What follows belongs to an exercise in optimizing a design on an open flow for small area, a short achievable clock period and few clock cycles per item; a production flow would make more cautious choices.
Where RTL was checked, it was by simulation tests only, not by an equivalence proof against the original.
For runs 6 and 7, only the layout was checked, not whether the RTL still works.
No activity file was given, so power comes from the tool's default toggle rates.

$ cat flow/config.mk
export PLATFORM = sky130hd
export DESIGN_NAME = pipe_prefix_adder
export DESIGN_NICKNAME = pipe_prefix_adder
export VERILOG_FILES = /design/flow/design.v
export SDC_FILE = /design/flow/constraint.sdc
export NUM_CORES = 4
export LEC_CHECK = 0
export ABC_AREA = 1
export CAP_MARGIN = 20
export CORE_MARGIN = 2
export CORE_UTILIZATION = 40
export SETUP_SLACK_MARGIN = 1.8
export SLEW_MARGIN = 20
$ cat flow/constraint.sdc
create_clock -name core_clock -period 4.5 [get_ports {clk}]
set_input_delay 0.9000 -clock core_clock [delete_from_list [all_inputs] [get_ports {clk}]]
set_output_delay 0.9000 -clock core_clock [all_outputs]
set_load 0.01 [all_outputs]
$ cat flow/design.v
module pipe_prefix_adder #(
  parameter int WIDTH     = 68,
  parameter int REG_EVERY = 2,
  parameter int TAG_W     = 4,
  parameter int BLK       = 4
) (
  input  logic             clk,
  input  logic             rst,
  input  logic             in_valid,
  output logic             in_ready,
  input  logic [WIDTH-1:0] a,
  input  logic [WIDTH-1:0] b,
  input  logic             cin,
  input  logic             op,
  input  logic [TAG_W-1:0] tag,
  output logic             out_valid,
  input  logic             out_ready,
  output logic [WIDTH-1:0] sum,
  output logic             cout,
  output logic             ovf,
  output logic             zero,
  output logic [TAG_W-1:0] tag_o
);
  localparam int NB = (WIDTH + BLK - 1) / BLK;
  function automatic integer lg2(input integer v);
    integer r;
    r = 0;
    while ((1 << r) < v) r = r + 1;
    lg2 = r;
  endfunction
  logic [WIDTH-1:0] bx, p, g, s0_d;
  logic             c0;
  assign bx = op ? ~b : b;
  assign c0 = op | cin;
  assign p  = a ^ bx;
  assign g  = a & bx;
  logic [NB:0] eg, ep;
  assign eg[0] = c0;
  assign ep[0] = 1'b0;
  for (genvar j = 0; j < NB; j++) begin : g_blk
    localparam int LO = j * BLK;
    localparam int HI = (LO + BLK < WIDTH) ? LO + BLK - 1 : WIDTH - 1;
    localparam int N  = HI - LO + 1;
    logic [N:0] lc;    
    if (j == 0) begin : g_ci
      assign lc[0] = c0;
    end else begin : g_cz
      assign lc[0] = 1'b0;
    end
    for (genvar i = 0; i < N; i++) begin : g_bit
      assign lc[i+1] = g[LO+i] | (p[LO+i] & lc[i]);
    end
    assign s0_d[HI:LO] = p[HI:LO] ^ lc[N-1:0];
    if (j == 0) begin : g_g0
      logic [N:0] gc;
      assign gc[0] = 1'b0;
      for (genvar i = 0; i < N; i++) begin : g_gb
        assign gc[i+1] = g[LO+i] | (p[LO+i] & gc[i]);
      end
      assign eg[j+1] = gc[N];
    end else begin : g_gj
      assign eg[j+1] = lc[N];
    end
    assign ep[j+1] = &p[HI:LO];
  end
  localparam int LV = lg2(NB + 1);
  logic [NB:0] pg [LV+1];
  logic [NB:0] pp [LV+1];
  assign pg[0] = eg;
  assign pp[0] = ep;
  for (genvar l = 0; l < LV; l++) begin : g_pl
    for (genvar j = 0; j <= NB; j++) begin : g_pj
      if (j >= (1 << l)) begin : g_cmb
        assign pg[l+1][j] = pg[l][j] | (pp[l][j] & pg[l][j-(1<<l)]);
        assign pp[l+1][j] = pp[l][j] & pp[l][j-(1<<l)];
      end else begin : g_pass
        assign pg[l+1][j] = pg[l][j];
        assign pp[l+1][j] = pp[l][j];
      end
    end
  end
  logic [NB:0] bc_d;
  assign bc_d = pg[LV];
  localparam int TLO = (NB - 1) * BLK;
  localparam int TN  = WIDTH - TLO;
  logic [TN-2:0] tg;
  for (genvar i = 0; i < TN - 1; i++) begin : g_tg
    if (i == TN - 2) begin : g_last
      assign tg[i] = g[TLO+i];
    end else begin : g_mid
      assign tg[i] = g[TLO+i] & (&p[WIDTH-2:TLO+i+1]);
    end
  end
  logic c_top;
  assign c_top = (|tg) | ((&p[WIDTH-2:TLO]) & bc_d[NB-1]);
  logic v_d;
  assign v_d = c_top ^ bc_d[NB];
  logic             load;
  logic [WIDTH-1:0] s0_q;
  logic [NB-1:1]    bc_q;
  assign load     = ~out_valid | out_ready;
  assign in_ready = load;
  always_ff @(posedge clk or posedge rst) begin
    if (rst) out_valid <= 1'b0;
    else if (load) out_valid <= in_valid;
  end
  always_ff @(posedge clk) begin
    if (load) begin
      s0_q  <= s0_d;
      bc_q  <= bc_d[NB-1:1];
      cout  <= bc_d[NB];
      ovf   <= v_d;
      tag_o <= tag;
    end
  end
  for (genvar j = 0; j < NB; j++) begin : g_sum
    localparam int LO = j * BLK;
    localparam int HI = (LO + BLK < WIDTH) ? LO + BLK - 1 : WIDTH - 1;
    if (j == 0) begin : g_b0
      assign sum[HI:LO] = s0_q[HI:LO];
    end else begin : g_bj
      for (genvar i = LO; i <= HI; i++) begin : g_bit
        if (i == LO) begin : g_lo
          assign sum[i] = s0_q[i] ^ bc_q[j];
        end else begin : g_hi
          assign sum[i] = s0_q[i] ^ (bc_q[j] & (&s0_q[i-1:LO]));
        end
      end
    end
  end
  logic [NB-1:0] zb;
  for (genvar j = 0; j < NB; j++) begin : g_zero
    localparam int LO = j * BLK;
    localparam int HI = (LO + BLK < WIDTH) ? LO + BLK - 1 : WIDTH - 1;
    if (j == 0) begin : g_z0
      assign zb[j] = ~|s0_q[HI:LO];
    end else begin : g_zj
      assign zb[j] = bc_q[j] ? (&s0_q[HI:LO]) : ~|s0_q[HI:LO];
    end
  end
  assign zero = &zb;
endmodule
$ cat flow/flow/run.sh
#!/bin/bash
# The standard layout, with two changes:
#  - synthesis skips the full/half-adder extraction (ADDER_MAP_FILE empty),
#    leaving all arithmetic to abc; it is otherwise the standard synthesis;
#  - each port gets a buf_2 as its port buffer.
set -e
export BUFFER_PORTS_ARGS="-buffer_cell sky130_fd_sc_hd__buf_2"
ADDER_MAP_FILE= bash standard.sh synth > synth.log 2>&1
bash standard.sh > standard.log 2>&1
$ cat flow/standard.sh
#!/bin/bash
# synth_recipe.tcl (not shown) runs the flow's synth.tcl, then flattens the netlist and writes it again
# the make line also repeats each setting of config.mk as NAME=value (left out here)
make -C /OpenROAD-flow-scripts/flow DESIGN_CONFIG=/design/flow/config.mk WORK_HOME=/design/flow/orfs CLKGATE_MAP_FILE= SYNTH_SCRIPT=/design/flow/synth_recipe.tcl "${@:-finish}"
==> implementation parameters, run 1 <==
Parameter                              Value

Status
  Run status ... complete, no violations

Synth
  Count of yosys warnings during synthesis ... 3
  Mapped Avg Cell Area ... 7.24 µm²
  Area fraction of the dominant cell type after synthesis ... 0.355
  Count of unique library cells instantiated by Yosys ... 38
  Proportion of register bits with asynchronous set or reset after synthesis ... 0.0110
  Synth area leaders ... edfxtp_1, nand2_1, xor2_1, inv_1, nor2_1
  Cell taking the most area after synthesis ... edfxtp_1
  Number of enable-type register cells in the synthesized netlist ... 90
  Main flop type after synthesis ... edfxtp_1
  Register area share after synthesis ... 0.358
  Register bit total from synthesis ... 91
  Post-synthesis cell area ... between 7000 and 8000 µm²
  Gate count of the mapped netlist ... 1,051
  Net count after synthesis ... roughly 1.2k

STA
  Setup TNS ... 0 ns
  Hold violation total from the final report ... 0
  Post-route clock period utilization ... 0.636
  Number of failing setup endpoints in the final timing report ... 0
  Setup skew after layout ... approximately 0.0067 ns
  Setup repair after global routing missed its margin ... yes
  FMAX ... about 350 MHz
  Time the worst path needs with I/O delays and setup ... about 2.9 ns
  Relative slew margins ... 0.624
  Final hold slack ... approximately 0.37 ns
  Total count of max-transition violations in the final report ... 0
  Worst-margin pin slew ... about 0.56 ns

Floorplan
  DIE HEIGHT ... 142 µm
  Top Ports ... about 220
  Die Width ... 142 µm
  Area of the core region ... roughly 19,000 µm²
  Die footprint ... approximately 20,000 µm²
  Starting utilization of the core area ... 0.407
  Core Rows ... 50

Detailed routing
  Via count of the routed design ... a little over 7k
  Iter 0 DRT Violations ... around 320
  Count of unresolved DRC violations after routing ... 0
  Iteration count of the initial detailed-routing pass ... 5
  Drt total wl ... ~21,000 µm
  Count of nets left with antenna violations after detail routing ... 0
  Average via count per standard cell ... about 4.5
  Routed length per placed instance ... 13.4 µm

Global routing
  Vias in the first global route ... 6,262
  Total global-route track usage ... 0.197
  First-pass GRT wire length ... 30,600 µm
  Antenna violations before repair ... 2
  Maximum number of pins on one net before global-route repair ... slightly above 40
  Total overflow reported by the global router ... 0

CTS
  TritonCTS clock tree ... yes
  Number of levels in the clock H-tree ... 3
  Clock network latency to the later pin of the worst-skew pair ... approximately 0.35 ns
  Number of clock sinks ... 91
  Number of buffers added by the clock tree synthesis step ... 9
  Bufs on Longest Clock Path ... 2
  Clock root buffer master ... clkbuf_16
  Reg clk slew, reported paths ... ~0.07 ns

Cells and area
  Seq. cell area ... about 2700 µm²
  Most common cell after layout, fill and taps aside ... nand2_1
  Area of the multi-input gates ... about 5000 µm²
  Net count reported at finish ... ~1.5k
  Final design utilization ... 0.568
  Share of post-route cells with drive strength above 1 ... 0.373
  Synthesis-to-finish area growth ... 39.6%
  Commonest cells after routing, fill and taps aside ... nand2_1, buf_2, inv_1
  Filler cell count ... approximately 1.8k

Critical path
  Worst r2r src ... out_valid$_DFFE_PP0P_
  Largest fanout on the critical path ... 2
  Flop-to-flop setup slack ... 2.87 ns
  Worst Path Required ... about 3.6 ns
  Worst Setup Path Type ... flop to primary output
  Beginning of the critical path ... bc_q[12]$_DFFE_PP_
  CP Data Arrival Time ... roughly 2 ns
  Endpoint kind of the worst setup timing path ... primary output
  Critical path startpoint category ... flop

Pwr
  Cell Pwr Density ... 321 nW/µm²
  IR drop worst, VDD ... between 0.00015 and 0.0002 V
  Lkg Pwr ... 0.00546 µW

Run
  Count of max-cap constraint violations ... 0

Min path
  Tightest Hold Check Type ... primary input to asynchronous set/reset pin

Placement
  Post-detailed-placement half-perimeter wirelength ... 16,200 µm
  Number of input and output port buffers inserted ... between 200 and 250
  Final weighted congestion in routability-driven placement ... 0.826
-- worst max-delay path: stages (launching register included) --
cell and delay (ns):
edfxtp_1 0.40, nand2_2 0.10, nor2_4 0.12, inv_2 0.05, o21ai_2 0.16, o21ai_2 0.09, a2111oi_4 0.31, nand4_1 0.13
nor2_1 0.12, buf_2 0.14
-- per-stage QoR --
stage          power, µW  std cells  cell area, µm²  setup WS, ns
2_1_floorplan       2020       1051            7800          1.78
3_3_place_gp        2430       1499            9090         0.791
3_5_place_dp        2440       1499            9090         0.750
4_1_cts             3270       1524            9750          1.62
5_1_grt             3630       1557           10600          1.48
6_report            3410       1558           10600          1.64
-- final timing paths --
kind | to | cells after the start
min in group core_clock | tag_o[0]$_DFFE_PP_ | 1
worst min-delay path | out_valid$_DFFE_PP0P_ | 2
worst max register to register | s0_q[42]$_DFFE_PP_ | 2
worst max-delay path | zero | 9
worst min register to register | out_valid$_DFFE_PP0P_ | 2
max in group asynchronous | out_valid$_DFFE_PP0P_ | 2
-- Yosys cell counts (2+ instances only) --
cell and n:
nor3_1 16, nor4_1 3, nand4_1 10, xor2_1 117, o21ai_0 11, o41ai_1 2, or2_2 16, nand2_1 296
xnor2_1 52, nand3_1 21, nor2_2 3, or2_1 2, and3_1 2, nor2_1 135, o21ai_1 12, inv_1 193
nor3_2 4, xor2_2 4, a21o_1 3, inv_2 2, a31oi_1 12, a21oi_1 20, a221oi_1 2, buf_4 7
buf_6 4, edfxtp_1 90
-- where the power goes --
group	switching, µW	internal, µW
Sequential	111	1130
Combinational	824	578
Clock	317	445
-- flip-flops by register name, summed over array words and instances (netlist names) --
signal,cells
s0_q,68
bc_q,16
tag_o,4
cout,1
out_valid,1
ovf,1
-- metal layers --
metal / share of wire / GRT usage
met5: 0 / 0
met4: 0.018 / 0.0711
met3: 0.041 / 0.0303
met2: 0.50 / 0.332
met1: 0.44 / 0.259
-- layout make-up --
class	count	share of cell area
antenna	2	0.000471
clock buffer	13	0.0235
clock inverter	3	0.00377
inverter	195	0.0692
multi-input combinational	752	0.467
sequential	91	0.257
tap	234	0.0276
timing repair buffer	268	0.151
-- what timing repair did --
item,4_1_cts,5_1_grt
endpoints found under the setup margin,18,12
pin swaps,13,76
hold buffers,0,0
setup buffers,7,32
gates resized for setup,59,162
gates cloned,2,0
-- cell families after synthesis --
kind of cell / after synthesis / share of synthesized area
XOR/XNOR: 173 / 0.203
AO/OA/AOI/OAI: 69 / 0.0532
flip-flops: 91 / 0.358
buffers and inverters: 208 / 0.112
AND/OR/NAND/NOR: 510 / 0.274
Testbench counts, summed over its fixed seeds: cycles 24,008, items 24,000.
==> inputs of run 2 (changes only) <==
--- a/flow/config.mk
+++ b/flow/config.mk
@@ -10,4 +10,4 @@
 export CORE_MARGIN = 2
 export CORE_UTILIZATION = 40
-export SETUP_SLACK_MARGIN = 1.8
+export SETUP_SLACK_MARGIN = 1.2
 export SLEW_MARGIN = 20
==> implementation parameters, run 2 <==
Parameter                              Value

Status
  Run status ... complete, no violations

Pwr
  Cell Pwr Density ... between 300 and 400 nW/µm²
  IR drop worst, VDD ... between 0.00015 and 0.0002 V
  Lkg Pwr ... between 0.004 and 0.005 µW

Global routing
  Total overflow reported by the global router ... 0
  Total global-route track usage ... 0.186
  GRT Max-Usage Layer ... met2
  Global Route met1 Usage ... 0.243
  M3 GR Usage ... 0.0340
  Vias in the first global route ... around 6.1k
  Antenna violations before repair ... 1
  First-pass GRT wire length ... around 29,000 µm
  Maximum number of pins on one net before global-route repair ... 57
  Global-route track usage on met2 ... 0.320

Detailed routing
  Iteration count of the initial detailed-routing pass ... 7
  Count of unresolved DRC violations after routing ... 0
  Average via count per standard cell ... about 4.5
  Iter 0 DRT Violations ... around 340
  Routed length per placed instance ... 12.5 µm
  Drt total wl ... approximately 19,000 µm
  Via count of the routed design ... just under 7k
  Count of nets left with antenna violations after detail routing ... 0

Synth
  Most frequent cells after synthesis ... nand2_1, inv_1, nor2_1
  Cell taking the most area after synthesis ... edfxtp_1
  Area fraction of the dominant cell type after synthesis ... 0.355
  Register bit total from synthesis ... just over 90
  Proportion of register bits with asynchronous set or reset after synthesis ... 0.0110
  Net count after synthesis ... roughly 1.2k
  Count of yosys warnings during synthesis ... 3
  Main flop type after synthesis ... edfxtp_1
  Xor/xnor share of the synthesized area ... 0.203
  Area share of fa/ha/maj cells after synthesis ... 0
  Post-synthesis cell area ... around 7600 µm²
  Mapped Avg Cell Area ... between 7 and 8 µm²
  Most instantiated library cell after synthesis ... nand2_1
  Number of enable-type register cells in the synthesized netlist ... 90
  Fraction of the mapped netlist area in compound gates ... 0.0532
  Simple-gate share of the synthesized area ... 0.274
  Gate count of the mapped netlist ... 1,051
  Combinational family with the most area after synthesis ... simple AND/OR/NAND/NOR gates
  Register area share after synthesis ... 0.358
  Count of unique library cells instantiated by Yosys ... 38
  Multiplexer area fraction after synthesis ... 0
  Synth area leaders ... edfxtp_1, nand2_1, xor2_1, inv_1, nor2_1

Floorplan
  DIE HEIGHT ... about 140 µm
  Die Width ... around 140 µm
  Starting utilization of the core area ... 0.407
  Top Ports ... 223
  Die footprint ... about 20,000 µm²
  Area of the core region ... approximately 19,000 µm²
  Core Rows ... 50

Min path
  Tightest Hold Check Type ... primary input to asynchronous set/reset pin

STA
  Worst-margin pin slew ... approximately 0.74 ns
  Setup repair after global routing missed its margin ... no
  Relative slew margins ... 0.508
  FMAX ... about 320 MHz
  Final hold slack ... 0.369 ns
  Number of failing setup endpoints in the final timing report ... 0
  Setup TNS ... 0 ns
  Total count of max-transition violations in the final report ... 0
  Time the worst path needs with I/O delays and setup ... a little over 3 ns
  Setup skew after layout ... between 0.008 and 0.009 ns
  Hold violation total from the final report ... 0
  Post-route clock period utilization ... 0.690

CTS
  Number of buffers added by the clock tree synthesis step ... 9
  Reg clk slew, reported paths ... roughly 0.07 ns
  Bufs on Longest Clock Path ... 2
  Number of levels in the clock H-tree ... 3
  Number of clock sinks ... between 90 and 100
  Clock network latency to the later pin of the worst-skew pair ... around 0.35 ns
  TritonCTS clock tree ... yes
  Clock root buffer master ... clkbuf_16

Critical path
  Critical path's most frequent cell ... nand2_1
  Terminus of the critical flop-to-flop path ... s0_q[48]$_DFFE_PP_
  Flop-to-flop setup slack ... between 2 and 3 ns
  Endpoint kind of the worst setup timing path ... flop
  Crit path max-delay family ... simple AND/OR/NAND/NOR gates
  Worst Setup Path Type ... primary input to flop
  R2r worst-path depth ... 2
  Largest fanout on the critical path ... 29
  Critical path startpoint category ... primary input
  Largest stage delay on the critical path ... between 0.3 and 0.4 ns
  Sum of buffers and inverters on the critical path ... 3
  CP Data Arrival Time ... between 3 and 4 ns
  Cell-by-cell listing of the critical path ... buf_8 > buf_8 > xor2_1 > xor2_1 > nand2_1 > nor3_2 > nand2_1 > nor3_1 > nand3_1 > nand3_2 > inv_1 > nand2_1 > nand2_1
  Slowest cell on the critical path ... nor3_2
  Worst r2r src ... out_valid$_DFFE_PP0P_
  Worst Path Required ... ~4.6 ns

Cells and area
  Net count reported at finish ... 1,421
  Most common cell after layout, fill and taps aside ... nand2_1
  Largest registers ... s0_q x68, bc_q x16, tag_o x4
  Antenna cell count ... 0
  Synthesis-to-finish area growth ... 22.4%
  Commonest cells after routing, fill and taps aside ... nand2_1, buf_2, inv_1
  Register bank with the most flops ... s0_q
  Area of all placed cells without fillers ... approximately 9300 µm²
  Flip-flop count of the largest register after layout ... 68
  Share of post-route cells with drive strength above 1 ... 0.220

Run
  Count of max-cap constraint violations ... 0

Placement
  Post-detailed-placement half-perimeter wirelength ... ~16,000 µm
  Final weighted congestion in routability-driven placement ... roughly 0.8
  Area after DPL ... between 8000 and 9000 µm²
  Number of input and output port buffers inserted ... between 200 and 250
run 2: cell counts after synthesis:
No cell type changed its count.
run 2: through the flow:
stage | utilization | cells | power [µW] | setup WS [ns]
2_1_floorplan | - | 1051 | 2000 | 1.54
3_3_place_gp | 0.478 | 1497 | 2410 | 0.773
3_5_place_dp | 0.478 | 1497 | 2420 | 0.710
4_1_cts | 0.495 | 1514 | 3190 | 1.22
5_1_grt | 0.498 | 1514 | 3390 | 1.21
6_report | 0.498 | 1514 | 3170 | 1.39
run 2: cell families after synthesis:
| family | count (synthesis) |
|---|---|
| AO/OA/AOI/OAI | 69 |
| XOR/XNOR | 173 |
| buffers and inverters | 208 |
| flip-flops | 91 |
| AND/OR/NAND/NOR | 510 |
run 2: report_power, final:
part	internal (µW)	switching, µW	total [µW]
sequential	1130	102	1240
clock	429	326	755
combinational	464	714	1180
run 2: what timing repair did:
| item | CTS | global route |
|---|---|---|
| setup buffers | 1 | 0 |
| hold buffers | 0 | 0 |
| setup endpoints to repair | 5 | 10 |
| resized for setup | 4 | 13 |
| pin swaps | 0 | 2 |
run 2: area by class of cell:
class | count | area (µm²)
fillers | 1873 | 9390
flip-flops and latches | 91 | 2730
clock inverters | 7 | 67.6
clock buffers | 9 | 225
repair buffers | 226 | 1180
multi-input cells | 752 | 4090
inverters | 195 | 736
well taps | 234 | 293
run 2: how the worst max path moves through the flow:
stage	cells after the start	start	slack, ns	end
after floorplan	2	out_ready	1.54	in_ready
after global placement	13	op	0.77	ovf$_DFFE_PP_
after detailed placement	21	op	0.71	ovf$_DFFE_PP_
after CTS	18	op	1.22	ovf$_DFFE_PP_
after global routing	9	s0_q[25]$_DFFE_PP_	1.21	zero
final	13	op	1.39	ovf$_DFFE_PP_
run 2: routing by layer:
| layer | routed length [µm] | up-vias |
|---|---|---|
| met4 | 184 | 2 |
| met2 | 8910 | 157 |
| met3 | 891 | 16 |
| met5 | 7 | - |
| li1 | - | 3676 |
| met1 | 8940 | 2938 |
run 2: worst reg2reg max path, delay by kind of cell, from the launching register on:
family	cells	cell delay, ns
flip-flops	1	0.40
buffers and inverters	1	0.71
AND/OR/NAND/NOR	1	0.40
==> inputs of run 3 (changes only) <==
--- a/flow/config.mk
+++ b/flow/config.mk
@@ -6,8 +6,7 @@
 export NUM_CORES = 4
 export LEC_CHECK = 0
-export ABC_AREA = 1
 export CAP_MARGIN = 20
 export CORE_MARGIN = 2
 export CORE_UTILIZATION = 40
-export SETUP_SLACK_MARGIN = 1.2
+export SETUP_SLACK_MARGIN = 1.5
 export SLEW_MARGIN = 20
==> implementation parameters, run 3 <==
Parameter                              Value

Status
  Run status ... complete, no violations

Cells and area
  Area of all placed cells without fillers ... around 11,000 µm²
  Largest registers ... s0_q x68, bc_q x16, tag_o x4
  Seq. cell area ... between 2000 and 3000 µm²
  Share of post-route cells with drive strength above 1 ... 0.304
  Net count reported at finish ... between 1k and 1.5k
  Cell Count, Final, Fillers Out ... 1,459
  Antenna cell count ... 0
  Register bank with the most flops ... s0_q
  Commonest cells after routing, fill and taps aside ... buf_2, xnor2_1, xor2_1
  Area of the multi-input gates ... approximately 6000 µm²
  Most common cell after layout, fill and taps aside ... buf_2
  Filler cell count ... about 2k
  Synthesis-to-finish area growth ... 29.8%
  Flip-flop count of the largest register after layout ... 68

Placement
  Pre-CTS setup slack ... 0.668 ns
  Number of input and output port buffers inserted ... around 220
  Placed insts ... around 1.4k
  Final weighted congestion in routability-driven placement ... between 0.8 and 0.9
  Post-detailed-placement half-perimeter wirelength ... between 15,000 and 20,000 µm
  Area after DPL ... about 9900 µm²

Run
  Count of max-cap constraint violations ... 0

Pwr
  IR drop worst, VDD ... 0.000202 V
  Cell Pwr Density ... 313 nW/µm²
  Lkg Pwr ... about 0.0043 µW
  Total Power ... 3490 µW

Synth
  Gate count of the mapped netlist ... 926
  Area fraction of the dominant cell type after synthesis ... 0.314
  Most frequent cells after synthesis ... xnor2_1, xor2_1, edfxtp_1
  Proportion of register bits with asynchronous set or reset after synthesis ... 0.0110
  Mapped Avg Cell Area ... ~9.3 µm²
  Most instantiated library cell after synthesis ... xnor2_1
  Main flop type after synthesis ... edfxtp_1
  Number of enable-type register cells in the synthesized netlist ... 90
  Post-synthesis cell area ... around 8600 µm²
  Net count after synthesis ... roughly 1.1k
  Register area share after synthesis ... 0.317
  Count of unique library cells instantiated by Yosys ... slightly below 70
  Synth area leaders ... edfxtp_1, xnor2_1, xor2_1, maj3_1, nand2b_1
  Register bit total from synthesis ... between 90 and 100
  Cell taking the most area after synthesis ... edfxtp_1
  Count of yosys warnings during synthesis ... 3

STA
  Relative slew margins ... 0.523
  FMAX ... approximately 320 MHz
  Setup repair after global routing missed its margin ... yes
  Time the worst path needs with I/O delays and setup ... a little over 3 ns
  Post-route clock period utilization ... 0.693
  Setup TNS ... 0 ns
  Worst-margin pin slew ... 0.715 ns
  Total count of max-transition violations in the final report ... 0
  Setup skew after layout ... 0.00608 ns
  Final critical-path setup slack ... 1.38 ns
  Hold violation total from the final report ... 0
  Number of failing setup endpoints in the final timing report ... 0

Critical path
  CP Data Arrival Time ... 3.21 ns
  Worst Setup Path Type ... primary input to flop
  Endpoint kind of the worst setup timing path ... flop
  R2r worst-path depth ... 2
  Terminus of the critical flop-to-flop path ... s0_q[16]$_DFFE_PP_
  Flop-to-flop setup slack ... about 3 ns
  Worst r2r src ... out_valid$_DFFE_PP0P_
  Largest fanout on the critical path ... 8
  Worst Path Required ... between 4 and 5 ns
  Critical path startpoint category ... primary input

CTS
  Number of buffers added by the clock tree synthesis step ... 9
  Number of buffers added to fix hold violations after cts ... 0
  Number of levels in the clock H-tree ... 3
  Number of clock sinks ... between 90 and 100
  TritonCTS clock tree ... yes
  Clock root buffer master ... clkbuf_16
  Clock network latency to the later pin of the worst-skew pair ... around 0.34 ns
  Reg clk slew, reported paths ... ~0.07 ns
  Bufs on Longest Clock Path ... 2

Floorplan
  Area of the core region ... around 21,000 µm²
  DIE HEIGHT ... about 150 µm
  Top Ports ... 223
  Core Rows ... 53
  Die Width ... approximately 150 µm
  Die footprint ... ~23,000 µm²
  Starting utilization of the core area ... 0.408

Detailed routing
  Count of nets left with antenna violations after detail routing ... 0
  Routed length per placed instance ... around 17 µm
  Iter 0 DRT Violations ... between 300 and 400
  Via count of the routed design ... slightly below 8k
  Average via count per standard cell ... between 5 and 6
  Count of unresolved DRC violations after routing ... 0
  Drt total wl ... 24,700 µm
  Iteration count of the initial detailed-routing pass ... 5

Global routing
  Vias in the first global route ... roughly 7.1k
  Maximum number of pins on one net before global-route repair ... 54
  Total overflow reported by the global router ... 0
  First-pass GRT wire length ... roughly 37,000 µm
  Total global-route track usage ... 0.210
  Antenna violations before repair ... 3

Min path
  Tightest Hold Check Type ... primary input to asynchronous set/reset pin
run 3: cell types whose count changed after synthesis, sizes merged, moves of 25 or more:
cell,delta
nand2,-251
o21ai,+26
maj3,+27
xnor2,+95
inv,-164
nor2,-104
o22ai,+31
nand2b,+38
nor2b,+25
run 3: per-layer routing:
layer	vias up	wire [µm]	GRT usage
met5	-	0	0
met4	0	359	0.0458
met3	24	1780	0.0403
met2	238	12000	0.364
met1	3670	10600	0.271
li1	3915	-	-
run 3: area by class of cell:
cell class,count,share of cell area
multi-input combinational,771,0.530
timing repair buffer,276,0.157
sequential,91,0.244
clock inverter,6,0.00729
inverter,31,0.0104
clock buffer,9,0.0202
tap,275,0.0308
run 3: worst max path at each step:
| stage | start | to | slack (ns) | cells after the start |
|---|---|---|---|---|
| floorplan | op | cout$_DFFE_PP_ | 1.28 | 12 |
| global placement | op | cout$_DFFE_PP_ | 0.71 | 11 |
| detailed placement | op | cout$_DFFE_PP_ | 0.67 | 11 |
| CTS | op | cout$_DFFE_PP_ | 1.37 | 12 |
| global route | a[37] | cout$_DFFE_PP_ | 1.28 | 11 |
| finish | op | cout$_DFFE_PP_ | 1.38 | 12 |
run 3: critical path: stages:
cell,delay (ns)
buf_16,0.13
buf_16,0.14
or2b_1,0.17
o22ai_2,0.07
a22o_4,0.27
or3_1,0.31
o211a_1,0.14
o311ai_2,0.26
nand3_2,0.15
o211ai_2,0.23
a21oi_2,0.11
maj3_2,0.32
run 3: power breakdown:
group | total [µW] | switching [µW] | internal (µW)
Combinational | 1390 | 735 | 657
Sequential | 1290 | 161 | 1130
Clock | 813 | 332 | 480
Total | 3490 | 1230 | 2260
run 3: timing repair:
item                                    in CTS  in global routing
gates cloned                                 6                  0
hold endpoints to repair                     0                  0
buffers inserted                            27                 14
pin swaps                                   28                 24
resized for setup                           43                 41
endpoints found under the setup margin      11                  8
run 3: cell families after synthesis:
kind of cell	Yosys count	synth area share
multiplexers	22	0.0256
AO/OA/AOI/OAI	212	0.166
flip-flops	91	0.317
buffers and inverters	64	0.0413
XOR/XNOR	248	0.253
AND/OR/NAND/NOR	262	0.166
adder cells (fa/ha/maj)	27	0.0317
run 3: through the flow:
step	utilization	hold WS, ns
after floorplan	-	0.629
after global placement	0.471	0.737
after detailed placement	0.471	0.741
after CTS	0.515	0.375
after global routing	0.529	0.379
final	0.529	0.380
==> inputs of run 4 (changes only) <==
==> flow/flow/run.sh (replaced) <==
#!/bin/bash
# The standard layout, with two changes:
#  - synthesis skips the full/half-adder extraction (ADDER_MAP_FILE empty),
#    leaving all arithmetic to abc; it is otherwise the standard synthesis;
#  - each port gets a buf_1 as its port buffer.
set -e
export BUFFER_PORTS_ARGS="-buffer_cell sky130_fd_sc_hd__buf_1"
ADDER_MAP_FILE= bash standard.sh synth > synth.log 2>&1
bash standard.sh > standard.log 2>&1
--- a/flow/config.mk
+++ b/flow/config.mk
@@ -6,4 +6,5 @@
 export NUM_CORES = 4
 export LEC_CHECK = 0
+export ABC_AREA = 1
 export CAP_MARGIN = 20
 export CORE_MARGIN = 2
==> implementation parameters, run 4 <==
Parameter                              Value

Status
  Run status ... complete, no violations

Placement
  Post-detailed-placement half-perimeter wirelength ... 15,300 µm
  Final weighted congestion in routability-driven placement ... approximately 0.85
  Pre-CTS setup slack ... between 0.9 and 1 ns
  Number of input and output port buffers inserted ... 222

Detailed routing
  Count of unresolved DRC violations after routing ... 0
  Via count of the routed design ... 6,990
  Iteration count of the initial detailed-routing pass ... 7
  Routed length per placed instance ... 13.3 µm
  Average via count per standard cell ... between 4 and 5
  Iter 0 DRT Violations ... 324
  Count of nets left with antenna violations after detail routing ... 0
  Drt total wl ... about 20,000 µm

Critical path
  Endpoint kind of the worst setup timing path ... primary output
  Worst Setup Path Type ... flop to primary output
  Worst Path Required ... 3.60 ns
  CP Data Arrival Time ... around 2.0 ns
  Largest fanout on the critical path ... 3
  Critical path startpoint category ... flop

Floorplan
  Core Rows ... 50
  Die footprint ... about 20,000 µm²
  Starting utilization of the core area ... 0.407
  Top Ports ... approximately 220
  DIE HEIGHT ... roughly 140 µm
  Die Width ... 142 µm
  Area of the core region ... 18,700 µm²

CTS
  Reg clk slew, reported paths ... ~0.07 ns
  TritonCTS clock tree ... yes
  Number of levels in the clock H-tree ... 3
  Clock network latency to the later pin of the worst-skew pair ... about 0.35 ns
  Number of buffers added by the clock tree synthesis step ... 9
  Number of clock sinks ... around 90
  Clock root buffer master ... clkbuf_16
  Number of buffers added to fix hold violations after cts ... 0
  Bufs on Longest Clock Path ... 2

Synth
  Mapped Avg Cell Area ... approximately 7.2 µm²
  Net count after synthesis ... ~1.2k
  Area share of fa/ha/maj cells after synthesis ... 0
  Synth area leaders ... edfxtp_1, nand2_1, xor2_1, inv_1, nor2_1
  Register bit total from synthesis ... 91
  Count of unique library cells instantiated by Yosys ... 38
  Gate count of the mapped netlist ... ~1.1k
  Number of enable-type register cells in the synthesized netlist ... 90
  Main flop type after synthesis ... edfxtp_1
  Count of yosys warnings during synthesis ... 3
  Cell taking the most area after synthesis ... edfxtp_1
  Proportion of register bits with asynchronous set or reset after synthesis ... 0.0110
  Most instantiated library cell after synthesis ... nand2_1
  Simple-gate share of the synthesized area ... 0.274
  Fraction of the mapped netlist area in compound gates ... 0.0532
  Xor/xnor share of the synthesized area ... 0.203
  Post-synthesis cell area ... ~7600 µm²
  Combinational family with the most area after synthesis ... simple AND/OR/NAND/NOR gates
  Area fraction of the dominant cell type after synthesis ... 0.355
  Most frequent cells after synthesis ... nand2_1, inv_1, nor2_1
  Register area share after synthesis ... 0.358
  Multiplexer area fraction after synthesis ... 0

STA
  Setup TNS ... 0 ns
  Number of failing setup endpoints in the final timing report ... 0
  Setup skew after layout ... roughly 0.008 ns
  Final critical-path setup slack ... between 1.5 and 2 ns
  Total count of max-transition violations in the final report ... 0
  Worst-margin pin slew ... between 0.7 and 0.8 ns
  FMAX ... ~340 MHz
  Hold violation total from the final report ... 0
  Relative slew margins ... 0.479
  Setup repair after global routing missed its margin ... yes
  Post-route clock period utilization ... 0.654
  Time the worst path needs with I/O delays and setup ... 2.94 ns

Global routing
  First-pass GRT wire length ... between 20,000 and 30,000 µm
  Total global-route track usage ... 0.192
  Vias in the first global route ... between 6k and 7k
  Maximum number of pins on one net before global-route repair ... 60
  Total overflow reported by the global router ... 0
  Antenna violations before repair ... 2

Cells and area
  Area of the multi-input gates ... between 4000 and 5000 µm²
  Register bank with the most flops ... s0_q
  Filler cell count ... roughly 1.9k
  Share of post-route cells with drive strength above 1 ... 0.0851
  Synthesis-to-finish area growth ... 23.4%
  Net count reported at finish ... around 1.4k
  Flip-flop count of the largest register after layout ... slightly below 70
  Commonest cells after routing, fill and taps aside ... nand2_1, buf_1, inv_1
  Largest registers ... s0_q x68, bc_q x16, tag_o x4
  Most common cell after layout, fill and taps aside ... nand2_1
  Seq. cell area ... between 2000 and 3000 µm²

Pwr
  IR drop worst, VDD ... ~0.00019 V
  Cell Pwr Density ... between 300 and 400 nW/µm²
  Lkg Pwr ... 0.00447 µW

Run
  Count of max-cap constraint violations ... 0

Min path
  Tightest Hold Check Type ... primary input to asynchronous set/reset pin
==> run 4: cell count changes in the layout (fill, tap and decap cells not counted), moves of 25 or more <==
cell,change
nand2_1,+242
nand2b_1,-37
o21ai_0,-38
xnor2_1,-96
buf_2,-215
buf_1,+220
inv_1,+162
nor2_1,+90
buf_4,-34
maj3_1,-25
o22ai_1,-28
==> run 4: cells by family (layout without fill, tap and decap cells) <==
family                    after synthesis  in the layout
xor gates and xnor gates              173            173
buffers and inverters                 208            450
DFF                                    91             91
AOI/OAI and AO/OA                      69             69
other                                   0              1
and+or+nand+nor                       510            510
==> run 4: metal layers <==
layer / share of wire / vias to the layer above / global-route usage
met1: 0.46 / 3064 / 0.253
li1: - / 3707 / -
met3: 0.047 / 25 / 0.0229
met4: 0.019 / 2 / 0.0695
met2: 0.47 / 192 / 0.326
met5: 0.00064 / - / 0
==> run 4: what timing repair did <==
item,CTS,global route
gates cloned,1,2
setup endpoints to repair,7,10
gates resized for setup,24,44
buffers inserted,3,9
pin swaps,5,15
==> run 4: stage by stage <==
stage	cell area (µm²)	instances	power [µW]	utilization	hold WS, ns
after detailed placement	8660	1496	2360	0.463	0.711
after floorplan	7620	1051	2000	-	0.629
after global placement	8660	1496	2350	0.463	0.707
after global routing	9390	1528	3420	0.502	0.349
after CTS	9110	1516	3170	0.487	0.334
final	9390	1528	3210	0.502	0.342
==> run 4: path summary, 6_finish.rpt <==
path | startpoint | to | depth (start not counted) | slack, ns
worst max-delay path | bc_q[7]$_DFFE_PP_ | zero | 7 | 1.56
worst min-delay path | rst | out_valid$_DFFE_PP0P_ | 2 | 0.34
worst max register to register | out_valid$_DFFE_PP0P_ | s0_q[5]$_DFFE_PP_ | 2 | 2.56
worst min register to register | out_valid$_DFFE_PP0P_ | out_valid$_DFFE_PP0P_ | 2 | 0.84
max in group asynchronous | rst | out_valid$_DFFE_PP0P_ | 2 | 4.07
min in group core_clock | tag[1] | tag_o[1]$_DFFE_PP_ | 1 | 0.71
==> run 4: power by group <==
group | total [µW] | leakage (µW) | switching [µW] | internal (µW)
logic | 1200 | 0.00341 | 763 | 437
registers | 1240 | 0.000917 | 109 | 1130
clock network | 766 | 0.000144 | 334 | 432
total | 3210 | 0.00447 | 1210 | 2000
==> run 4: worst max-delay path, cell delays in order (launching register included) <==
cell	delay [ns]
edfxtp_1	0.39
nand2_1	0.11
nor3_2	0.25
o22ai_1	0.16
a221oi_4	0.28
nand4_1	0.21
nor2_1	0.15
buf_2	0.15
==> run 4: cell type report <==
cell class / count / share of cell area
multi-input cells: 752 / 0.456
flip-flops and latches: 91 / 0.290
repair buffers: 239 / 0.113
inverters: 195 / 0.0783
well taps: 234 / 0.0312
clock buffers: 10 / 0.0244
clock inverters: 6 / 0.00693
diodes: 1 / 0.000266
==> inputs of run 5 (changes only) <==
--- a/flow/config.mk
+++ b/flow/config.mk
@@ -9,5 +9,5 @@
 export CAP_MARGIN = 20
 export CORE_MARGIN = 2
-export CORE_UTILIZATION = 40
+export CORE_UTILIZATION = 65
 export SETUP_SLACK_MARGIN = 1.5
 export SLEW_MARGIN = 20
==> implementation parameters, run 5 <==
Parameter                              Value

Cells and area
  Flip-flop count of the largest register after layout ... between 60 and 70
  Largest registers ... s0_q x68, bc_q x16, tag_o x4
  Cell Count, Final, Fillers Out ... between 1k and 1.5k
  Area of the multi-input gates ... ~4200 µm²
  Seq. cell area ... roughly 2700 µm²
  Synthesis-to-finish area growth ... 20.6%
  Most common cell after layout, fill and taps aside ... nand2_1
  Antenna cell count ... 0
  Filler cell count ... 840
  Share of post-route cells with drive strength above 1 ... 0.0797
  Net count reported at finish ... ~1.4k
  Register bank with the most flops ... s0_q
  Commonest cells after routing, fill and taps aside ... nand2_1, buf_1, inv_1

Critical path
  CP Data Arrival Time ... between 2 and 2.5 ns
  Cell-by-cell listing of the critical path ... nor4_2 > o21ai_0 > nor3_1 > nand4_1 > nor2_1 > buf_2
  Critical path startpoint category ... flop
  Sum of buffers and inverters on the critical path ... 1
  Worst r2r src ... out_valid$_DFFE_PP0P_
  Worst Path Required ... approximately 3.6 ns
  Crit path max-delay family ... simple AND/OR/NAND/NOR gates
  Slowest cell on the critical path ... edfxtp_1
  Beginning of the critical path ... s0_q[1]$_DFFE_PP_
  Endpoint kind of the worst setup timing path ... primary output
  Worst Setup Path Type ... flop to primary output
  Largest stage delay on the critical path ... between 0.4 and 0.5 ns
  Largest fanout on the critical path ... 2

Synth
  Count of yosys warnings during synthesis ... 3
  Number of enable-type register cells in the synthesized netlist ... 90
  Count of unique library cells instantiated by Yosys ... 38
  Register area share after synthesis ... 0.358
  Proportion of register bits with asynchronous set or reset after synthesis ... 0.0110
  Area fraction of the dominant cell type after synthesis ... 0.355
  Main flop type after synthesis ... edfxtp_1
  Most instantiated library cell after synthesis ... nand2_1
  Synth area leaders ... edfxtp_1, nand2_1, xor2_1, inv_1, nor2_1
  Net count after synthesis ... 1,197
  Gate count of the mapped netlist ... around 1.1k
  Most frequent cells after synthesis ... nand2_1, inv_1, nor2_1
  Mapped Avg Cell Area ... approximately 7.2 µm²
  Post-synthesis cell area ... approximately 7600 µm²
  Cell taking the most area after synthesis ... edfxtp_1
  Register bit total from synthesis ... 91

Pwr
  Switching part of the total ... 0.377
  Lkg Pwr ... around 0.0044 µW
  Part of the power in the clock network ... 0.229
  Cell Pwr Density ... about 340 nW/µm²
  Part of the total power dissipated in sequential elements ... 0.396
  Net switching power of the design ... ~1200 µW
  Logic gate share of total power ... 0.375
  Total internal power ... 1950 µW
  IR drop worst, VDD ... 0.000258 V

Floorplan
  Top Ports ... ~220
  DIE HEIGHT ... between 100 and 150 µm
  Die Width ... between 100 and 150 µm
  Area of the core region ... 11,400 µm²
  Starting utilization of the core area ... 0.667
  Die footprint ... around 13,000 µm²
  Core Rows ... 39

Global routing
  First-pass GRT wire length ... about 29,000 µm
  Total global-route track usage ... 0.285
  Maximum number of pins on one net before global-route repair ... 63
  Vias in the first global route ... about 6.5k
  Total overflow reported by the global router ... 0
  Antenna violations before repair ... 0

STA
  Time the worst path needs with I/O delays and setup ... about 3 ns
  Number of failing setup endpoints in the final timing report ... 0
  FMAX ... 335 MHz
  Final hold slack ... 0.339 ns
  Setup repair after global routing missed its margin ... yes
  Worst-margin pin slew ... 0.773 ns
  Relative slew margins ... 0.485
  Post-route clock period utilization ... 0.663
  Setup TNS ... 0 ns
  Total count of max-transition violations in the final report ... 0
  Setup skew after layout ... roughly 0.0040 ns
  Hold violation total from the final report ... 0

Detailed routing
  Iteration count of the initial detailed-routing pass ... 7
  Count of nets left with antenna violations after detail routing ... 0
  Via count of the routed design ... roughly 7.1k
  Average via count per standard cell ... between 4 and 5
  Iter 0 DRT Violations ... slightly above 400
  Count of unresolved DRC violations after routing ... 0
  Drt total wl ... between 15,000 and 20,000 µm
  Routed length per placed instance ... roughly 13 µm

CTS
  Number of buffers added by the clock tree synthesis step ... 9
  Clock network latency to the later pin of the worst-skew pair ... ~0.35 ns
  Number of clock sinks ... 91
  Bufs on Longest Clock Path ... 2
  TritonCTS clock tree ... yes
  Number of levels in the clock H-tree ... 3
  Clock root buffer master ... clkbuf_16
  Reg clk slew, reported paths ... 0.07 ns

Min path
  Tightest Hold Check Type ... primary input to asynchronous set/reset pin

Placement
  Number of input and output port buffers inserted ... roughly 220
  Final weighted congestion in routability-driven placement ... about 1
  Placed insts ... 1,406
  Post-detailed-placement half-perimeter wirelength ... between 10,000 and 15,000 µm

Run
  Count of max-cap constraint violations ... 0

Status
  Run status ... complete, no violations
[run 5: cell counts after synthesis]
No cell type changed its count.
[run 5: layer usage]
metal  part of all wire  global-route usage  vias up
met5                  0                   0        -
met4              0.026               0.108        0
met3              0.063              0.0308       32
met2               0.48               0.491      265
met1               0.44               0.374     3133
li1                   -                   -     3701
[run 5: repair_timing]
item	in CTS	in global routing
endpoints found under the setup margin	11	10
setup buffers	3	10
pin swaps	4	17
cloned	0	1
hold buffers	0	0
gates resized for setup	21	41
[run 5: through the flow]
step,instance area [µm²],power (µW),utilization,setup WS [ns]
after floorplan,7620,2000,-,1.54
after global placement,8540,2310,0.748,0.964
after detailed placement,8540,2340,0.748,0.875
after CTS,8940,3070,0.783,1.50
after global routing,9180,3320,0.804,1.40
final,9180,3130,0.804,1.51
[run 5: final timing paths]
kind	end	slack, ns	cells past startpoint
worst max-delay path	zero	1.51	6
worst min-delay path	out_valid$_DFFE_PP0P_	0.34	2
worst max register to register	s0_q[41]$_DFFE_PP_	2.63	2
worst min register to register	out_valid$_DFFE_PP0P_	0.82	2
max in group asynchronous	out_valid$_DFFE_PP0P_	4.07	2
min in group core_clock	tag_o[2]$_DFFE_PP_	0.71	1
[run 5: power groups by stage]
stage	Combinational, µW	Clock (µW)	Sequential [µW]
final	1170	717	1240
after detailed placement	1090	0	1250
after global placement	1070	0	1240
after CTS	1120	718	1240
after floorplan	776	0	1230
after global routing	1300	759	1260
[run 5: worst reg2reg max path, stage by stage (launching register included)]
cell and delay [ns]:
dfrtp_1 0.41, nand2_4 0.35, buf_4 0.72
[run 5: cells by family after synthesis]
logic type                after synthesis  share of synthesized area
buffers and inverters                 208                      0.112
DFF                                    91                      0.358
xor gates and xnor gates              173                      0.203
and+or+nand+nor                       510                      0.274
AOI/OAI and AO/OA                      69                     0.0532
[run 5: layout make-up]
cell class | count | share of cell area
clock inverter | 6 | 0.00450
sequential | 91 | 0.297
multi-input combinational | 752 | 0.460
tap | 143 | 0.0195
clock buffer | 10 | 0.0260
inverter | 195 | 0.0801
timing repair buffer | 239 | 0.113
==> inputs of run 6 (changes only) <==
--- a/flow/design.v
+++ b/flow/design.v
@@ -3,5 +3,5 @@
   parameter int REG_EVERY = 2,
   parameter int TAG_W     = 4,
-  parameter int BLK       = 4
+  parameter int BLK       = 5
 ) (
   input  logic             clk,
--- a/flow/config.mk
+++ b/flow/config.mk
@@ -9,5 +9,5 @@
 export CAP_MARGIN = 20
 export CORE_MARGIN = 2
-export CORE_UTILIZATION = 65
+export CORE_UTILIZATION = 40
 export SETUP_SLACK_MARGIN = 1.5
 export SLEW_MARGIN = 20
==> implementation parameters, run 6 <==
Parameter                              Value

STA
  Time the worst path needs with I/O delays and setup ... roughly 3 ns
  Worst-margin pin slew ... a little under 0.8 ns
  Post-route clock period utilization ... 0.669
  FMAX ... approximately 330 MHz
  Setup repair after global routing missed its margin ... yes
  Number of failing setup endpoints in the final timing report ... 0
  Setup skew after layout ... around 0.0074 ns
  Relative slew margins ... 0.485
  Total count of max-transition violations in the final report ... 0
  Setup TNS ... 0 ns
  Hold violation total from the final report ... 0

Global routing
  Vias in the first global route ... about 6.1k
  Antenna violations before repair ... 0
  Global-route track usage on met2 ... 0.301
  First-pass GRT wire length ... 28,800 µm
  Total global-route track usage ... 0.182
  Global Route met1 Usage ... 0.245
  Total overflow reported by the global router ... 0
  Maximum number of pins on one net before global-route repair ... 61
  GRT Max-Usage Layer ... met2
  M3 GR Usage ... 0.0211

Critical path
  Number of stages on the worst setup path ... 8
  CP Data Arrival Time ... roughly 2.1 ns
  Cell-by-cell listing of the critical path ... inv_1 > a22o_1 > a221oi_2 > nand4_1 > a21oi_2 > nand3_2 > nor4_1 > buf_2
  Slowest cell on the critical path ... edfxtp_1
  Critical path startpoint category ... flop
  Largest fanout on the critical path ... 3
  R2r worst-path depth ... 2
  Crit path max-delay family ... compound AO/OA/AOI/OAI gates
  Flop-to-flop setup slack ... ~2.6 ns
  Worst Path Required ... between 3 and 4 ns
  Endpoint kind of the worst setup timing path ... primary output
  Worst Setup Path Type ... flop to primary output
  Largest stage delay on the critical path ... about 0.32 ns
  Sum of buffers and inverters on the critical path ... 2

Min path
  Tightest Hold Check Type ... primary input to asynchronous set/reset pin

Detailed routing
  Iteration count of the initial detailed-routing pass ... 4
  Via count of the routed design ... between 6k and 7k
  Count of nets left with antenna violations after detail routing ... 0
  Iter 0 DRT Violations ... between 200 and 250
  Average via count per standard cell ... between 4 and 5
  Count of unresolved DRC violations after routing ... 0
  Drt total wl ... about 19,000 µm
  Routed length per placed instance ... between 10 and 15 µm

Cells and area
  Commonest cells after routing, fill and taps aside ... nand2_1, buf_1, inv_1
  Share of post-route cells with drive strength above 1 ... 0.0801
  Register bank with the most flops ... s0_q
  Area of all placed cells without fillers ... 9290 µm²
  Seq. cell area ... between 2000 and 3000 µm²
  Net count reported at finish ... 1,390
  Largest registers ... s0_q x68, bc_q x13, tag_o x4
  Synthesis-to-finish area growth ... 19.7%
  Filler cell count ... a little under 2k
  Flip-flop count of the largest register after layout ... just under 70
  Most common cell after layout, fill and taps aside ... nand2_1
  Final design utilization ... 0.492
  Antenna cell count ... 0
  Area of the multi-input gates ... approximately 4400 µm²

Placement
  Number of input and output port buffers inserted ... around 220
  Post-detailed-placement half-perimeter wirelength ... 14,800 µm
  Final weighted congestion in routability-driven placement ... a little over 0.8
  Area after DPL ... a little under 9000 µm²

Pwr
  Lkg Pwr ... 0.00439 µW
  IR drop worst, VDD ... approximately 0.00017 V
  Cell Pwr Density ... about 330 nW/µm²

Floorplan
  Core Rows ... 50
  Top Ports ... around 220
  DIE HEIGHT ... ~140 µm
  Area of the core region ... 18,900 µm²
  Die Width ... around 140 µm
  Starting utilization of the core area ... 0.411
  Die footprint ... around 20,000 µm²

Synth
  Post-synthesis cell area ... between 7000 and 8000 µm²
  Cell taking the most area after synthesis ... edfxtp_1
  Count of unique library cells instantiated by Yosys ... 40
  Register area share after synthesis ... 0.340
  Most frequent cells after synthesis ... nand2_1, inv_1, xor2_1
  Mapped Avg Cell Area ... between 7 and 8 µm²
  Area fraction of the dominant cell type after synthesis ... 0.337
  Main flop type after synthesis ... edfxtp_1
  Register bit total from synthesis ... 88
  Gate count of the mapped netlist ... 1,013
  Number of enable-type register cells in the synthesized netlist ... 87
  Synth area leaders ... edfxtp_1, nand2_1, xor2_1, inv_1, xnor2_1
  Count of yosys warnings during synthesis ... 3
  Proportion of register bits with asynchronous set or reset after synthesis ... 0.0114
  Net count after synthesis ... 1,159
  Most instantiated library cell after synthesis ... nand2_1

Run
  Count of max-cap constraint violations ... 0

Status
  Run status ... complete, no violations

CTS
  Bufs on Longest Clock Path ... 2
  Number of buffers added by the clock tree synthesis step ... 9
  Number of levels in the clock H-tree ... 3
  Number of clock sinks ... a little under 90
  Clock network latency to the later pin of the worst-skew pair ... about 0.35 ns
  Reg clk slew, reported paths ... roughly 0.070 ns
  Number of buffers added to fix hold violations after cts ... 0
  Clock root buffer master ... clkbuf_16
  TritonCTS clock tree ... yes
==> run 6: changes by cell type after synthesis, sizes merged, moves of 14 or more <==
cell / before / now
nor2: 138 / 91
xor2: 121 / 135
nor3: 20 / 3
nand2: 296 / 314
inv: 195 / 165
==> run 6: layout make-up <==
class,instances,area share
Clock inverter,5,0.00512
Timing Repair Buffer,236,0.112
Sequential cell,88,0.284
Tap cell,260,0.0350
Multi-Input combinational cell,744,0.471
Clock buffer,11,0.0251
Inverter,165,0.0672
==> run 6: timing repair <==
item / 4_1_cts / 5_1_grt
pin swaps: 1 / 5
cloned: 1 / 2
buffers inserted: 7 / 1
setup endpoints to repair: 3 / 9
resized for setup: 11 / 11
==> run 6: power breakdown <==
group,internal [µW],switching [µW]
clock,426,318
combinational,439,709
sequential,1100,109
==> run 6: final timing paths <==
check | startpoint | end
worst max-delay path | s0_q[34]$_DFFE_PP_ | zero
worst min-delay path | rst | out_valid$_DFFE_PP0P_
worst max register to register | out_valid$_DFFE_PP0P_ | s0_q[62]$_DFFE_PP_
worst min register to register | out_valid$_DFFE_PP0P_ | out_valid$_DFFE_PP0P_
max in group asynchronous | rst | out_valid$_DFFE_PP0P_
min in group core_clock | tag[1] | tag_o[1]$_DFFE_PP_
==> run 6: routing by layer <==
layer / wire (µm) / vias up
met1: 8760 / 2893
met2: 8900 / 153
met4: 322 / 0
met5: 0 / -
li1: - / 3584
met3: 890 / 20
==> run 6: cells by family (layout without fill, tap and decap cells) <==
logic type | Yosys count | after routing | synth area share
flip-flops | 88 | 88 | 0.340
buffers and inverters | 181 | 417 | 0.104
XOR/XNOR | 187 | 187 | 0.236
AO/OA/AOI/OAI | 69 | 69 | 0.0558
AND/OR/NAND/NOR | 488 | 488 | 0.265
==> run 6: worst reg2reg max path, stage by stage, from the launching register on <==
cell,delay [ns]
dfrtp_1,0.40
nand2_4,0.35
buf_4,0.71
==> run 6: metrics by stage <==
stage / std cells / power, µW / setup WS, ns / hold slack, ns
2_1_floorplan: 1013 / 1990 / 1.58 / 0.629
3_3_place_gp: 1482 / 2330 / 1.02 / 0.707
3_5_place_dp: 1482 / 2340 / 1.02 / 0.713
4_1_cts: 1506 / 3120 / 1.47 / 0.334
5_1_grt: 1509 / 3310 / 1.38 / 0.355
6_report: 1509 / 3110 / 1.49 / 0.345
==> inputs of run 7 (changes only) <==
--- a/flow/design.v
+++ b/flow/design.v
@@ -3,5 +3,5 @@
   parameter int REG_EVERY = 2,
   parameter int TAG_W     = 4,
-  parameter int BLK       = 5
+  parameter int BLK       = 8
 ) (
   input  logic             clk,
==> implementation parameters, run 7 <==
Parameter                              Value

Critical path
  Critical path startpoint category ... flop
  Worst Setup Path Type ... flop to primary output
  Worst Path Required ... about 3.6 ns
  Largest stage delay on the critical path ... around 0.4 ns
  Sum of buffers and inverters on the critical path ... 2
  Number of stages on the worst setup path ... 12
  CP Data Arrival Time ... ~2.3 ns
  Terminus of the critical flop-to-flop path ... s0_q[65]$_DFFE_PP_
  Endpoint kind of the worst setup timing path ... primary output
  Flop-to-flop setup slack ... about 2.7 ns
  Critical path's most frequent cell ... nand2_2
  Crit path max-delay family ... simple AND/OR/NAND/NOR gates
  Worst r2r src ... out_valid$_DFFE_PP0P_
  R2r worst-path depth ... 2
  Cell-by-cell listing of the critical path ... nand2_2 > nor2_4 > nand2_1 > nor2_2 > inv_2 > nor2_4 > and2_4 > nand2_1 > nand2_2 > nand2_2 > a2111oi_4 > buf_2
  Slowest cell on the critical path ... edfxtp_1
  Largest fanout on the critical path ... 4

Synth
  Most instantiated library cell after synthesis ... nand2_1
  Count of unique library cells instantiated by Yosys ... 35
  Number of enable-type register cells in the synthesized netlist ... slightly above 80
  Combinational family with the most area after synthesis ... simple AND/OR/NAND/NOR gates
  Register area share after synthesis ... 0.346
  Synth area leaders ... edfxtp_1, xor2_1, nand2_1, inv_1, xnor2_1
  Proportion of register bits with asynchronous set or reset after synthesis ... 0.0120
  Area fraction of the dominant cell type after synthesis ... 0.342
  Mapped Avg Cell Area ... between 7 and 8 µm²
  Most frequent cells after synthesis ... nand2_1, inv_1, xor2_1
  Count of yosys warnings during synthesis ... 3
  Xor/xnor share of the synthesized area ... 0.241
  Main flop type after synthesis ... edfxtp_1
  Fraction of the mapped netlist area in compound gates ... 0.0355
  Simple-gate share of the synthesized area ... 0.258
  Register bit total from synthesis ... 83
  Area share of fa/ha/maj cells after synthesis ... 0.00139
  Post-synthesis cell area ... 7190 µm²
  Gate count of the mapped netlist ... 969
  Net count after synthesis ... 1,115
  Cell taking the most area after synthesis ... edfxtp_1
  Multiplexer area fraction after synthesis ... 0

Global routing
  Total overflow reported by the global router ... 0
  Total global-route track usage ... 0.188
  GRT Max-Usage Layer ... met2
  Global Route met1 Usage ... 0.211
  Global-route track usage on met2 ... 0.342
  Maximum number of pins on one net before global-route repair ... about 50
  Vias in the first global route ... just over 6k
  Antenna violations before repair ... 0
  M3 GR Usage ... 0.0457
  First-pass GRT wire length ... roughly 29,000 µm

STA
  Total count of max-transition violations in the final report ... 0
  Relative slew margins ... 0.584
  Setup TNS ... 0 ns
  FMAX ... approximately 310 MHz
  Time the worst path needs with I/O delays and setup ... about 3.2 ns
  Setup repair after global routing missed its margin ... yes
  Number of failing setup endpoints in the final timing report ... 0
  Worst-margin pin slew ... 0.624 ns
  Post-route clock period utilization ... 0.712
  Setup skew after layout ... about 0.0084 ns
  Hold violation total from the final report ... 0

CTS
  Clock network latency to the later pin of the worst-skew pair ... roughly 0.34 ns
  Bufs on Longest Clock Path ... 2
  Number of buffers added to fix hold violations after cts ... 0
  Clock root buffer master ... clkbuf_16
  Number of levels in the clock H-tree ... 3
  TritonCTS clock tree ... yes
  Number of clock sinks ... between 80 and 90
  Reg clk slew, reported paths ... ~0.060 ns
  Number of buffers added by the clock tree synthesis step ... 9

Cells and area
  Share of post-route cells with drive strength above 1 ... 0.233
  Register bank with the most flops ... s0_q
  Commonest cells after routing, fill and taps aside ... buf_1, nand2_1, inv_1
  Final design utilization ... 0.569
  Most common cell after layout, fill and taps aside ... buf_1
  Seq. cell area ... approximately 2500 µm²
  Filler cell count ... 1,676
  Net count reported at finish ... ~1.4k
  Synthesis-to-finish area growth ... 40.6%
  Antenna cell count ... 0
  Flip-flop count of the largest register after layout ... 68
  Area of the multi-input gates ... roughly 4800 µm²
  Largest registers ... s0_q x68, bc_q x8, tag_o x4

Floorplan
  Core Rows ... 49
  Die Width ... 138 µm
  Die footprint ... roughly 19,000 µm²
  Area of the core region ... around 18,000 µm²
  Top Ports ... between 200 and 250
  Starting utilization of the core area ... 0.405
  DIE HEIGHT ... ~140 µm

Min path
  Tightest Hold Check Type ... primary input to asynchronous set/reset pin

Detailed routing
  Count of nets left with antenna violations after detail routing ... 0
  Routed length per placed instance ... about 13 µm
  Via count of the routed design ... about 6.8k
  Average via count per standard cell ... between 4 and 5
  Count of unresolved DRC violations after routing ... 0
  Drt total wl ... 19,400 µm
  Iter 0 DRT Violations ... roughly 200
  Iteration count of the initial detailed-routing pass ... 4

Placement
  Final weighted congestion in routability-driven placement ... approximately 0.84
  Number of input and output port buffers inserted ... ~220
  Post-detailed-placement half-perimeter wirelength ... 14,200 µm

Pwr
  Lkg Pwr ... ~0.0047 µW
  Cell Pwr Density ... 322 nW/µm²
  IR drop worst, VDD ... between 0.00015 and 0.0002 V

Status
  Run status ... complete, no violations

Run
  Count of max-cap constraint violations ... 0
## run 7: stage by stage
stage	power (µW)	cell area, µm²	hold WS [ns]	cells	setup WS [ns]
after floorplan	1940	7220	0.629	969	1.44
after global placement	2260	8240	0.707	1411	0.686
after detailed placement	2280	8240	0.711	1411	0.723
after CTS	3090	9100	0.348	1460	1.14
after global routing	3460	10100	0.376	1494	1.13
final	3250	10100	0.366	1494	1.30
## run 7: where the power goes
part / switching (µW) / total, µW / internal (µW) / leakage [µW]
combinational: 790 / 1340 / 549 / 0.00374
clock: 293 / 714 / 422 / 0.000138
sequential: 132 / 1200 / 1070 / 0.000836
## run 7: cell type report
cell class                 instances  area share
multi-input combinational        688       0.470
sequential                        83       0.246
timing repair buffer             296       0.158
inverter                         182      0.0692
tap                              229      0.0283
clock buffer                       9      0.0223
clock inverter                     7     0.00582
## run 7: logic make-up (layout without fill, tap and decap cells)
family,after synthesis,count (layout)
AOI/OAI and AO/OA,46,46
xor gates and xnor gates,197,197
adders and majority gates,1,1
buffers and inverters,198,494
DFF,83,83
and+or+nand+nor,444,444
## run 7: per-layer routing
| layer | up-vias | part of all wire |
|---|---|---|
| met5 | - | 0 |
| met4 | 0 | 0.022 |
| met3 | 26 | 0.057 |
| met2 | 161 | 0.52 |
| met1 | 3054 | 0.40 |
| li1 | 3552 | - |
## run 7: how the worst max path moves through the flow
stage / slack [ns] / startpoint / endpoint
4_1_cts: 1.14 / bc_q[1]$_DFFE_PP_ / zero
3_5_place_dp: 0.72 / op / ovf$_DFFE_PP_
6_report: 1.30 / s0_q[16]$_DFFE_PP_ / zero
3_3_place_gp: 0.69 / op / ovf$_DFFE_PP_
5_1_grt: 1.13 / s0_q[16]$_DFFE_PP_ / zero
2_1_floorplan: 1.44 / op / ovf$_DFFE_PP_
## run 7: timing repair
action,4_1_cts,5_1_grt
setup buffers,29,31
cloned,4,3
endpoints found under the hold margin,0,0
gates resized for setup,62,187
pin swaps,19,89
endpoints found under the setup margin,17,17
==> inputs of run 8 (changes only) <==
--- a/flow/design.v
+++ b/flow/design.v
@@ -3,5 +3,5 @@
   parameter int REG_EVERY = 2,
   parameter int TAG_W     = 4,
-  parameter int BLK       = 8
+  parameter int BLK       = 4
 ) (
   input  logic             clk,
--- a/flow/config.mk
+++ b/flow/config.mk
@@ -10,4 +10,5 @@
 export CORE_MARGIN = 2
 export CORE_UTILIZATION = 40
+export CTS_BUF_LIST = sky130_fd_sc_hd__clkbuf_4 sky130_fd_sc_hd__clkbuf_8
 export SETUP_SLACK_MARGIN = 1.5
 export SLEW_MARGIN = 20
==> implementation parameters, run 8 <==
Parameter                              Value

Status
  Run status ... complete, no violations

Critical path
  Cell-by-cell listing of the critical path ... nand2_1 > nor3_2 > o22ai_1 > a221oi_4 > nand4_1 > nor2_1 > buf_2
  Worst Path Required ... around 3.6 ns
  Terminus of the critical flop-to-flop path ... s0_q[5]$_DFFE_PP_
  Slowest cell on the critical path ... edfxtp_1
  Critical Path End ... zero
  Worst r2r src ... out_valid$_DFFE_PP0P_
  Largest stage delay on the critical path ... between 0.4 and 0.5 ns
  Largest fanout on the critical path ... 3
  CP Data Arrival Time ... ~2.1 ns
  Beginning of the critical path ... bc_q[7]$_DFFE_PP_
  Flop-to-flop setup slack ... 2.54 ns
  Endpoint kind of the worst setup timing path ... primary output
  Critical path startpoint category ... flop
  Worst Setup Path Type ... flop to primary output
  R2r worst-path depth ... 2

Cells and area
  Register bank with the most flops ... s0_q
  Synthesis-to-finish area growth ... 21.9%
  Final design utilization ... 0.496
  Most common cell after layout, fill and taps aside ... nand2_1
  Area of all placed cells without fillers ... 9280 µm²
  Commonest cells after routing, fill and taps aside ... nand2_1, buf_1, inv_1
  Filler cell count ... 1,882
  Flip-flop count of the largest register after layout ... 68
  Share of post-route cells with drive strength above 1 ... 0.0835
  Net count reported at finish ... around 1.4k
  Largest registers ... s0_q x68, bc_q x16, tag_o x4

Floorplan
  Core Rows ... 50
  DIE HEIGHT ... 142 µm
  Die footprint ... slightly above 20,000 µm²
  Top Ports ... between 200 and 250
  Starting utilization of the core area ... 0.407
  Area of the core region ... ~19,000 µm²
  Die Width ... roughly 140 µm

Min path
  Tightest Hold Check Type ... primary input to asynchronous set/reset pin

Synth
  Most instantiated library cell after synthesis ... nand2_1
  Area fraction of the dominant cell type after synthesis ... 0.355
  Mapped Avg Cell Area ... around 7.2 µm²
  Synth area leaders ... edfxtp_1, nand2_1, xor2_1, inv_1, nor2_1
  Most frequent cells after synthesis ... nand2_1, inv_1, nor2_1
  Register bit total from synthesis ... between 90 and 100
  Main flop type after synthesis ... edfxtp_1
  Cell taking the most area after synthesis ... edfxtp_1
  Count of yosys warnings during synthesis ... 3
  Net count after synthesis ... 1,197
  Count of unique library cells instantiated by Yosys ... 38
  Post-synthesis cell area ... 7610 µm²
  Gate count of the mapped netlist ... approximately 1.1k
  Register area share after synthesis ... 0.358
  Number of enable-type register cells in the synthesized netlist ... 90
  Proportion of register bits with asynchronous set or reset after synthesis ... 0.0110

Placement
  Number of input and output port buffers inserted ... 222
  Post-detailed-placement half-perimeter wirelength ... roughly 15,000 µm
  Area after DPL ... 8660 µm²
  Final weighted congestion in routability-driven placement ... approximately 0.85

CTS
  Number of clock sinks ... 91
  Clock root buffer master ... clkbuf_8
  TritonCTS clock tree ... yes
  Number of buffers added by the clock tree synthesis step ... 9
  Reg clk slew, reported paths ... roughly 0.1 ns
  Bufs on Longest Clock Path ... 2
  Number of levels in the clock H-tree ... 3
  Number of buffers added to fix hold violations after cts ... 0
  Clock network latency to the later pin of the worst-skew pair ... approximately 0.37 ns

Detailed routing
  Count of unresolved DRC violations after routing ... 0
  Count of nets left with antenna violations after detail routing ... 0
  Drt total wl ... roughly 20,000 µm
  Average via count per standard cell ... ~4.6
  Iteration count of the initial detailed-routing pass ... 5
  Iter 0 DRT Violations ... about 320
  Routed length per placed instance ... around 13 µm
  Via count of the routed design ... 6,962

Pwr
  IR drop worst, VDD ... around 0.00014 V
  Switching part of the total ... 0.392
  Logic gate share of total power ... 0.397
  Lkg Pwr ... between 0.004 and 0.005 µW
  Part of the power in the clock network ... 0.191
  Cell Pwr Density ... roughly 320 nW/µm²
  Net switching power of the design ... about 1200 µW
  Total internal power ... around 1800 µW
  Part of the total power dissipated in sequential elements ... 0.412

Global routing
  Antenna violations before repair ... 2
  Total overflow reported by the global router ... 0
  Total global-route track usage ... 0.192
  First-pass GRT wire length ... approximately 30,000 µm
  Maximum number of pins on one net before global-route repair ... 60
  Vias in the first global route ... around 6.2k

STA
  Setup repair after global routing missed its margin ... yes
  Post-route clock period utilization ... 0.669
  Total count of max-transition violations in the final report ... 0
  Worst-margin pin slew ... ~0.8 ns
  Relative slew margins ... 0.477
  Setup skew after layout ... between 0.01 and 0.015 ns
  Time the worst path needs with I/O delays and setup ... between 3 and 4 ns
  Setup TNS ... 0 ns
  FMAX ... 332 MHz
  Final hold slack ... around 0.31 ns
  Hold violation total from the final report ... 0
  Number of failing setup endpoints in the final timing report ... 0

Run
  Count of max-cap constraint violations ... 0
run 8: cell types whose count changed in the layout (fill, tap and decap cells not counted), sizes merged, moves of 14 or more:
cell / delta
buf: -55
xnor2: -14
nor2: +36
nor3: +14
nor4: -20
nand2: +35
run 8: worst min path at each step:
stage | from | endpoint | slack, ns | depth (start not counted)
global route | rst | out_valid$_DFFE_PP0P_ | 0.31 | 2
CTS | rst | out_valid$_DFFE_PP0P_ | 0.29 | 2
global placement | rst | out_valid$_DFFE_PP0P_ | 0.71 | 2
floorplan | rst | out_valid$_DFFE_PP0P_ | 0.63 | 1
detailed placement | rst | out_valid$_DFFE_PP0P_ | 0.71 | 2
finish | rst | out_valid$_DFFE_PP0P_ | 0.31 | 2
run 8: final cells by class:
cell class,instances,area [µm²],area share
repair buffers,239,1050,0.114
well taps,234,293,0.0316
diodes,1,2.50,0.000270
flip-flops and latches,91,2730,0.294
clock inverters,6,65.1,0.00701
inverters,195,736,0.0793
clock buffers,10,131,0.0142
multi-input cells,752,4270,0.460
run 8: power by group through the flow:
stage	clock network (µW)	registers, µW	logic [µW]
CTS	596	1240	1150
detailed placement	0	1250	1110
floorplan	0	1230	776
global placement	0	1250	1100
global route	622	1260	1340
finish	577	1240	1200
run 8: stage by stage:
stage | power [µW] | worst slack, ns | std cells
floorplan | 2000 | 1.54 | 1051
global placement | 2350 | 0.972 | 1496
detailed placement | 2360 | 0.904 | 1496
CTS | 2980 | 1.48 | 1516
global route | 3220 | 1.41 | 1528
finish | 3020 | 1.49 | 1528
run 8: logic make-up after synthesis:
kind of cell | after synthesis | share of synthesized area
DFF | 91 | 0.358
xor gates and xnor gates | 173 | 0.203
buffers and inverters | 208 | 0.112
AOI/OAI and AO/OA | 69 | 0.0532
and+or+nand+nor | 510 | 0.274
run 8: what timing repair did:
action | 4_1_cts | 5_1_grt
setup buffers | 3 | 9
endpoints found under the setup margin | 7 | 9
pin swaps | 5 | 17
resized for setup | 26 | 36
gates cloned | 1 | 2
run 8: critical path, delay by kind of cell, from the launching register on:
kind            cells  cell delay, ns
buf+inv             1            0.15
flops               1            0.41
compound gates      2            0.44
simple gates        4            0.74
run 8: per-layer routing:
layer / global-route usage / part of all wire / vias up
met5: 0 / 0.00064 / -
met4: 0.0653 / 0.015 / 2
met3: 0.0225 / 0.046 / 21
met2: 0.327 / 0.48 / 182
met1: 0.254 / 0.46 / 3052
li1: - / - / 3705
Testbench counts of run 8, summed over its fixed seeds: cycles 24,008, items 24,000.

Setup slack of run 8, layout unchanged: 1.488 ns with ideal ports, 1.448 ns with driving cells assumed (clock clkbuf_16, inputs buf_2), 1.207 ns with port delays also shifted by the 0.407 ns mid clock arrival.
